Context: an optimization exercise on an open-source flow, tuned for a short achievable clock period and few clock cycles per item. The choices shown serve that exercise and are no tape-out recipe.
RTL that was checked went through simulation tests only; none was proved equivalent to the original.
Power is estimated from default activity; no workload was simulated.

the reference run:
Design lc4_core, start of the top module:
module lc4_core (
  input  logic                   gwe,
  input  logic                   i_reset,
  output logic [16-1:0] o_imem_addr,
  input  logic [16-1:0] i_imem_data,
  output logic                   o_dmem_we,
  output logic [16-1:0] o_dmem_addr,
  output logic [16-1:0] o_dmem_wdata,
  input  logic [16-1:0] i_dmem_rdata,
  output logic                   o_trace_valid,
  output logic [16-1:0] o_trace_pc,
  output logic [16-1:0] o_trace_insn,
  output logic                   o_trace_rf_we,
  output logic [2:0]             o_trace_wsel,
  output logic [16-1:0] o_trace_wdata,
  output logic                   o_trace_nzp_we,
  output logic [2:0]             o_trace_nzp
);
clock: 7.5 ns
lec_check: 0
cap_margin: 20
core_margin: 2
core_utilization: 40
setup_slack_margin: 4.6
slew_margin: 20
synth_hierarchical: 1
tns_end_percent: 100
run.sh (not shown) runs the stock make flow with config.mk's settings and CLKGATE_MAP_FILE= SYNTH_SCRIPT=/design/flow/synth_recipe.tcl, a recipe that flattens the netlist after the stock synthesis.
Here is what was changed in the inputs of the trial run compared with the reference run.
diff --git a/flow/design.v b/flow/design.v
--- a/flow/design.v
+++ b/flow/design.v
@@ -290,24 +290,27 @@
   logic        fd_bw, fd_bt;
   logic        fd_cw, fd_ct;
   logic        dx_valid;
   logic [15:0] dx_pc;
   logic [15:0] dx_insn;
   logic [2:0]  dx_rd;
   logic        dx_we;        
   logic        dx_ld;
   logic        dx_sub;
   logic        dx_and;
+  logic        dx_const;
+  logic        dx_rt_re;
   logic        dx_fwd_a;     
   logic        dx_fwd_b;     
-  logic [15:0] dx_a;         
-  logic [15:0] dx_b;         
+  logic [15:0] dx_rs;
+  logic [15:0] dx_rt;
+  logic [15:0] dx_imm;
   logic        dx_mwe;       
   logic [15:0] dx_addr;
   logic [15:0] dx_wdata;
   logic        dx_br;        
   logic        dx_jmp;       
   logic [2:0]  dx_mask;
   logic        dx_pt;        
   logic [15:0] dx_target;
   logic [15:0] dx_pc1;
   logic        w_valid;
@@ -470,76 +473,81 @@
     else if (d_ld || d_st) d_imm = {{10{fd_insn[5]}}, fd_insn[5:0]};
     else                   d_imm = {{11{fd_insn[4]}}, fd_insn[4:0]};
   end
   always_comb begin
     d_a = fd_aw ? w_res : (fd_at ? t_res : fd_rsv);
     d_b = fd_bw ? w_res : (fd_bt ? t_res : fd_rtv);
     d_c = fd_cw ? w_res : (fd_ct ? t_res : fd_rdv);
   end
   assign d_rs_val = d_a;
   assign d_rt_val = d_st ? d_c : d_b;
-  assign d_stall = fd_valid && dx_we &&
-                   (((d_ld || d_st) && (dx_rd == d_rs)) || (d_st && (dx_rd == fd_insn[11:9])));
+  logic d_fwd_st;
+  assign d_stall  = fd_valid && dx_we && (d_ld || d_st) && (dx_rd == d_rs);
+  assign d_fwd_st = dx_we && (dx_rd == d_rt);
   assign d_br   = d_br_any && (fd_insn[11:9] != 3'b000) && (fd_insn[8:0] != 9'h000);
   assign d_jmp  = d_jmp_any && (fd_insn[10:0] != 11'h000);
   assign d_off  = d_jmp_any ? {{5{fd_insn[10]}}, fd_insn[10:0]} : {{7{fd_insn[8]}}, fd_insn[8:0]};
   assign d_pc1  = fd_pc1;
   lc4_ks16 u_target (.i_a(fd_pc1), .i_b(d_off), .i_c(1'b0), .o_s(d_target));
   logic d_btb_good, d_known, d_taken, d_pt;
   assign d_btb_good = fd_pt;
   assign d_known    = !dx_we;
   assign d_taken    = |(fd_insn[11:9] & x_nzp);
   assign d_want     = d_jmp || (d_br && fd_insn[8]);
   assign d_pt       = (d_br && d_known) ? d_taken : (d_btb_good || d_want);
   assign d_redir    = fd_valid && !d_stall && (d_pt ? !d_btb_good : fd_pt);
   assign d_redir_pc = d_pt ? d_target : d_pc1;
-  lc4_ks16 u_agu (.i_a(d_rs_val), .i_b({{10{fd_insn[5]}}, fd_insn[5:0]}), .i_c(1'b0), .o_s(d_addr));
+  lc4_ks16 u_agu (.i_a(d_rs_val), .i_b(d_imm), .i_c(1'b0), .o_s(d_addr));
   always_ff @(posedge gwe) begin
     if (rst_q) begin
       dx_valid <= 1'b0;
       dx_we    <= 1'b0;
     end else begin
       dx_valid <= fd_valid && !x_mispred && !d_stall;
       dx_we    <= fd_valid && !x_mispred && !d_stall && d_we;
     end
   end
   always_ff @(posedge gwe) begin
     if (i_reset) dx_mwe <= 1'b0;
     else         dx_mwe <= fd_valid && !x_mispred && !d_stall && d_st;
   end
   always_ff @(posedge gwe) begin
     dx_pc     <= fd_pc;
     dx_insn   <= fd_insn;
     dx_rd     <= d_rd;
     dx_ld     <= d_ld;
     dx_sub    <= d_sub_rr;
     dx_and    <= d_and_rr || d_and_ri;
-    dx_fwd_a  <= dx_we && d_rs_re && (dx_rd == d_rs);
-    dx_fwd_b  <= dx_we && d_rt_re && (dx_rd == d_rt);
-    dx_a      <= d_const ? 16'h0000 : d_rs_val;
-    dx_b      <= (d_rt_re ? d_rt_val : d_imm) ^ {16{d_sub_rr}};
+    dx_const  <= d_const;
+    dx_rt_re  <= d_rt_re;
+    dx_fwd_a  <= dx_valid && dx_we && (dx_rd == d_rs);
+    dx_fwd_b  <= dx_valid && dx_we && (dx_rd == d_rt);
+    dx_rs     <= d_rs_val;
+    dx_rt     <= d_rt_val;
+    dx_imm    <= d_imm;
     dx_addr   <= d_addr;
-    dx_wdata  <= d_rt_val;
+    dx_wdata  <= d_fwd_st ? x_result : d_rt_val;
     dx_br     <= d_br;
     dx_jmp    <= d_jmp;
     dx_mask   <= fd_insn[11:9];
     dx_pt     <= d_pt;
     dx_target <= d_target;
     dx_pc1    <= d_pc1;
   end
-  assign x_a   = dx_fwd_a ? w_res : dx_a;
-  assign x_b   = dx_fwd_b ? (w_res ^ {16{dx_sub}}) : dx_b;
-  lc4_ks16 u_alu (.i_a(x_a), .i_b(x_b), .i_c(dx_sub), .o_s(x_sum));
+  assign x_a   = dx_fwd_a ? w_res : dx_rs;
+  assign x_b   = dx_rt_re ? (dx_fwd_b ? w_res : dx_rt) : dx_imm;
+  lc4_ks16 u_alu (.i_a(x_a), .i_b(dx_sub ? ~x_b : x_b), .i_c(dx_sub), .o_s(x_sum));
   always_comb begin
-    if (dx_ld)       x_result = i_dmem_rdata;
-    else if (dx_and) x_result = x_a & x_b;
-    else             x_result = x_sum;
+    if (dx_ld)         x_result = i_dmem_rdata;
+    else if (dx_const) x_result = dx_imm;
+    else if (dx_and)   x_result = x_a & x_b;
+    else               x_result = x_sum;
   end
   assign x_nzp     = w_wr ? nzp_of(w_res) : nzp_q;
   assign x_taken   = |(dx_mask & x_nzp);
   assign x_mispred = dx_valid && dx_br && (x_taken != dx_pt);
   assign x_fix_pc  = x_taken ? dx_target : dx_pc1;
   assign o_dmem_we    = dx_mwe;
   assign o_dmem_addr  = dx_addr;
   assign o_dmem_wdata = dx_wdata;
   always_ff @(posedge gwe) begin
     if (rst_q) begin
Vias: the trial run fewer than the reference run. Going from the reference run to the trial run, total power grows by 2.1%. Via count of the first global-routing pass was higher in the reference run than in the trial run. [the trial run] met1 layer usage reported by global route fell 1.0 points relative to the reference run. Routed length on met1 | the trial run below the reference run. Compared with the reference run, area used by multi-input combinational logic in the trial run increased by a few percent. The trial run finished every stage and its layout cleared the timing, DRC and antenna checks. Worst hold slack | the trial run above the reference run. The register share of total power in the trial run sits 0.8 points below the value recorded for the reference run. Going from the reference run to the trial run, total of plain and repair buffers excluding clock buffers went up by 19%; instance count along the most critical hold path ~0 delta. The reference run → the trial run: sequential power saw little to no change, count of clock-buffer cells in the layout saw an increase, fmax saw an increase.
Testbench counts of the trial run, summed over its fixed seeds: cycles 22,231, insns 20,801.
No functional check of the RTL was part of the reference run.

* * *

## the baseline
Another version of the RTL of lc4_core (not shown whole).
For scale: about 3000 cells after synthesis, about 140 I/O pins, about 36000 sq um of cells after synthesis.
clock: 7.5 ns
lec_check: 0
cap_margin: 20
core_margin: 2
core_utilization: 40
setup_slack_margin: 4.9
slew_margin: 20
synth_hierarchical: 1
tns_end_percent: 100
### the baseline -> the candidate
--- a/flow/design.v
+++ b/flow/design.v
@@ -265,27 +265,32 @@
 );
   function automatic logic [2:0] nzp_z(input logic n, input logic z);
     nzp_z = {n, z, !n && !z};
   endfunction
   logic [15:0] pc_q;
   logic [15:0] pc_b;         
+  logic [15:0] pc_o;         
   localparam int NB = 6;
   logic        btb_v   [NB];
   logic [15:0] btb_tag [NB];
   logic [15:0] btb_tgt [NB];
   logic [1:0]  btb_ctr [NB];
+  logic [3:0]  btb_cnt [NB];    
+  logic [3:0]  btb_trip[NB];    
+  logic        btb_tv  [NB];    
   logic [2:0]  btb_ptr;
   logic        u_en;
   logic        u_taken;
   logic        u_jmp;
   logic [15:0] u_pc;
   logic [15:0] u_tgt;
   logic        fd_valid;
   logic [15:0] fd_pc;
   logic [15:0] fd_insn;
   logic        fd_pt;        
+  logic        fd_hit;       
   logic [15:0] fd_pc1;
   logic [15:0] fd_tgt9;      
   logic [15:0] fd_tgt11;     
   logic [15:0] fd_rsv;       
   logic [15:0] fd_rtv;       
   logic [15:0] fd_rdv;
@@ -329,12 +334,13 @@
   logic [2:0]  t_rd;
   logic [15:0] t_res;
   logic [2:0]  t_nzp;
   logic rst_q;
   always_ff @(posedge gwe) rst_q <= i_reset;
   logic        f_pt;
+  logic        f_hit;
   logic [15:0] f_tgt;
   logic [15:0] pc_next;
   logic [15:0] f_tgt9, f_tgt11;
   logic [15:0] f_pc1;
   logic [2:0]  f_rs, f_rt, f_rd;
   logic [15:0] d_a, d_b, d_c;
@@ -344,39 +350,44 @@
   logic        d_redir;
   logic [15:0] d_redir_pc;
   logic        d_stall;
   logic [15:0] x_a, x_b, x_sum, x_result;
   logic [2:0]  x_nzp;
   logic        x_taken;
-  assign o_imem_addr = pc_q;
+  assign o_imem_addr = pc_o;
   assign f_pc1 = pc_q + 16'd1;
   lc4_ks16 u_tgt9 (.i_a(pc_q), .i_b({{7{i_imem_data[8]}}, i_imem_data[8:0]}), .i_c(1'b1),
                    .o_s(f_tgt9));
   lc4_ks16 u_tgt11 (.i_a(pc_q), .i_b({{5{i_imem_data[10]}}, i_imem_data[10:0]}), .i_c(1'b1),
                     .o_s(f_tgt11));
   assign f_rs = i_imem_data[8:6];
   assign f_rt = i_imem_data[2:0];
   assign f_rd = i_imem_data[11:9];
   always_comb begin
     f_pt  = 1'b0;
+    f_hit = 1'b0;
     f_tgt = 16'h0000;
     for (int i = 0; i < NB; i++) begin
-      if (btb_v[i] && btb_ctr[i][1] && btb_tag[i] == pc_b) begin
-        f_pt  = 1'b1;
-        f_tgt = f_tgt | btb_tgt[i];
+      if (btb_v[i] && btb_tag[i] == pc_b) begin
+        f_hit = 1'b1;
+        if (btb_ctr[i][1] && !(btb_tv[i] && btb_cnt[i] == btb_trip[i])) begin
+          f_pt  = 1'b1;
+          f_tgt = f_tgt | btb_tgt[i];
+        end
       end
     end
   end
   always_comb begin
     if (x_mispred)     pc_next = x_fix_pc;
     else if (d_redir)  pc_next = d_redir_pc;
     else if (d_stall)  pc_next = pc_q;
     else if (f_pt)     pc_next = f_tgt;
     else               pc_next = f_pc1;
   end
   lc4_pcreg u_pcb (.gwe(gwe), .i_reset(i_reset), .i_d(pc_next), .o_q(pc_b));
+  lc4_pcreg u_pco (.gwe(gwe), .i_reset(i_reset), .i_d(pc_next), .o_q(pc_o));
   always_ff @(posedge gwe) begin
     if (i_reset) begin
       pc_q     <= 16'h8200;
       fd_valid <= 1'b0;
     end else begin
       pc_q <= pc_next;
@@ -386,12 +397,13 @@
   end
   always_ff @(posedge gwe) begin
     if (!d_stall) begin
       fd_pc    <= pc_q;
       fd_insn  <= i_imem_data;
       fd_pt    <= f_pt;
+      fd_hit   <= f_hit;
       fd_pc1   <= f_pc1;
       fd_tgt9  <= f_tgt9;
       fd_tgt11 <= f_tgt11;
     end
   end
   always_ff @(posedge gwe) begin
@@ -443,14 +455,28 @@
         btb_ptr          <= (btb_ptr == 3'(NB - 1)) ? 3'd0 : btb_ptr + 3'd1;
       end
     end
   end
   always_ff @(posedge gwe) begin
     if (u_en && !(|u_hit) && u_taken) begin
-      btb_tag[btb_ptr] <= u_pc;
-      btb_tgt[btb_ptr] <= u_tgt;
+      btb_tag[btb_ptr]  <= u_pc;
+      btb_tgt[btb_ptr]  <= u_tgt;
+      btb_cnt[btb_ptr]  <= 4'd1;
+      btb_tv[btb_ptr]   <= 1'b0;
+    end else if (u_en && !u_jmp) begin
+      for (int i = 0; i < NB; i++) begin
+        if (u_hit[i]) begin
+          if (u_taken) begin
+            if (btb_cnt[i] != 4'hf) btb_cnt[i] <= btb_cnt[i] + 4'd1;
+          end else begin
+            btb_trip[i] <= btb_cnt[i];
+            btb_tv[i]   <= (btb_cnt[i] != 4'hf);
+            btb_cnt[i]  <= 4'd0;
+          end
+        end
+      end
     end
   end
   logic [3:0]  d_op;
   logic        d_br_any, d_jmp_any;
   logic        d_add_rr, d_sub_rr, d_add_ri, d_and_rr, d_and_ri;
   logic        d_ld, d_st, d_const;
@@ -497,13 +523,13 @@
   assign d_target = d_jmp_any ? fd_tgt11 : fd_tgt9;
   logic d_btb_good, d_known, d_taken, d_pt;
   assign d_btb_good = fd_pt;
   assign d_known    = !dx_we;
   assign d_taken    = |(fd_insn[11:9] & x_nzp);
   assign d_want     = d_jmp || (d_br && fd_insn[8]);
-  assign d_pt       = (d_br && d_known) ? d_taken : (d_btb_good || d_want);
+  assign d_pt       = (d_br && d_known) ? d_taken : (fd_hit ? fd_pt : d_want);
   assign d_redir    = fd_valid && !d_stall && (d_pt ? !d_btb_good : fd_pt);
   assign d_redir_pc = d_pt ? d_target : d_pc1;
   lc4_ks16 u_agu (.i_a(d_rs_val), .i_b({{10{fd_insn[5]}}, fd_insn[5:0]}), .i_c(1'b0), .o_s(d_addr));
   always_ff @(posedge gwe) begin
     if (rst_q) begin
       dx_valid <= 1'b0;
### Flow results
Between the baseline and the candidate, the combinational fraction of design power figures differ only marginally. Between the baseline and the candidate, the initial core utilization does not differ in any meaningful way. Net switching share of the total power on the candidate is up relative to the baseline. Compared with the baseline, in the candidate critical path depth went down by 11; area taken by multi-input logic gates has increased; area growth from synthesis to layout went up by 0.26 points; average wire per cell in the routed design went down by 0.98 um.
Testbench counts of the candidate, summed over its fixed seeds: cycles 22,110, insns 20,801.
Only the layout flow was run in the baseline; the RTL was not checked for function there.

* * *

## old
lc4_core, a different RTL version from the one above (not shown whole).
Size in the first run: about 40000 um2 of cells after synthesis.
Settings: LEC_CHECK=0, CAP_MARGIN=20, CORE_MARGIN=2, CORE_UTILIZATION=40, SETUP_SLACK_MARGIN=4.8, SLEW_MARGIN=20, SYNTH_HIERARCHICAL=1, TNS_END_PERCENT=100; clock period 7.5 ns.
The final layout from old, which completed every stage, passed the timing, DRC and antenna checks at the end of the flow.
Here is what was changed in the inputs of new compared with old.
--- a/flow/design.v
+++ b/flow/design.v
@@ -260,21 +260,21 @@
   output logic                   o_trace_rf_we,
   output logic [2:0]             o_trace_wsel,
   output logic [16-1:0] o_trace_wdata,
   output logic                   o_trace_nzp_we,
   output logic [2:0]             o_trace_nzp
 );
   function automatic logic [2:0] nzp_z(input logic n, input logic z);
     nzp_z = {n, z, !n && !z};
   endfunction
   logic [15:0] pc_q;
-  localparam int NB = 8;
+  localparam int NB = 6;
   logic        btb_v   [NB];
   logic [15:0] btb_tag [NB];
   logic [15:0] btb_tgt [NB];
   logic [1:0]  btb_ctr [NB];
   logic [2:0]  btb_ptr;
   logic        u_en;
   logic        u_taken;
   logic        u_jmp;
   logic [15:0] u_pc;
   logic [15:0] u_tgt;
@@ -431,21 +431,21 @@
         for (int i = 0; i < NB; i++) begin
           if (u_hit[i]) begin
             if (u_jmp)                                btb_ctr[i] <= 2'b11;
             else if (u_taken && btb_ctr[i] != 2'b11)  btb_ctr[i] <= btb_ctr[i] + 2'd1;
             else if (!u_taken && btb_ctr[i] != 2'b00) btb_ctr[i] <= btb_ctr[i] - 2'd1;
           end
         end
       end else if (u_taken) begin
         btb_v[btb_ptr]   <= 1'b1;
         btb_ctr[btb_ptr] <= u_jmp ? 2'b11 : 2'b10;
-        btb_ptr          <= btb_ptr + 3'd1;
+        btb_ptr          <= (btb_ptr == 3'(NB - 1)) ? 3'd0 : btb_ptr + 3'd1;
       end
     end
   end
   always_ff @(posedge gwe) begin
     if (u_en && !(|u_hit) && u_taken) begin
       btb_tag[btb_ptr] <= u_pc;
       btb_tgt[btb_ptr] <= u_tgt;
     end
   end
   logic [3:0]  d_op;
--- outcome ---
new: buffers inserted during post-CTS setup optimization about 3.7% above old. Cmp new vs old: combined global-route utilization of all metal layers lower in new. Looking at clock sink count, new sits below old. Compare old and new | worst relative slew slack higher: new. old -> new: overall power of the completed layout decreased by a few percent. The wire length on met2 of new is lower than that of old. Per the comparison of new with old, share of the clock period used by the worst path now sits at about the same level; effective utilization at floorplan now sits at about the same level; hold slack now sits higher; area after synthesis now sits lower.
Testbench counts of new, summed over its fixed seeds: cycles 22,381, insns 20,801.
No functional check of the RTL was part of old.

-- separate check: timing with driven ports --
In the flow no input, the clock included, has a driving cell. The finished layouts below were timed again as built, in two steps. Step 1 assumes that a clkbuf_16 drives the clock port and a buf_2 every other input. Step 2 also shifts input and output timing later by t, the mid clock arrival at the registers, as if the neighbouring blocks saw the same clock. Three values: ideal ports, drivers, drivers and shift; two values: the first two.
run | t, ns | setup slack, ns | worst setup path after step 2 | worst slew at a driven data input, ns
the reference run | 0.710 | 4.294 / 4.294 / 3.977 | input to register | 0.06
the trial run | 0.710 | 4.401 / 4.401 / 3.964 | input to register | 0.06
the baseline | 0.710 | 4.721 / 4.687 / 4.218 | input to register | 0.06
the candidate | 0.738 | 4.806 / 4.737 / 4.203 | input to register | 0.11
old | 0.714 | 4.732 / 4.664 / 4.175 | input to register | 0.06
new | 0.724 | 4.722 / 4.650 / 4.176 | input to register | 0.07
After both steps every run listed still meets setup and hold. The setup slack of the candidate, which loses most, moves by -0.069 ns with the drivers and by -0.603 ns with both steps.
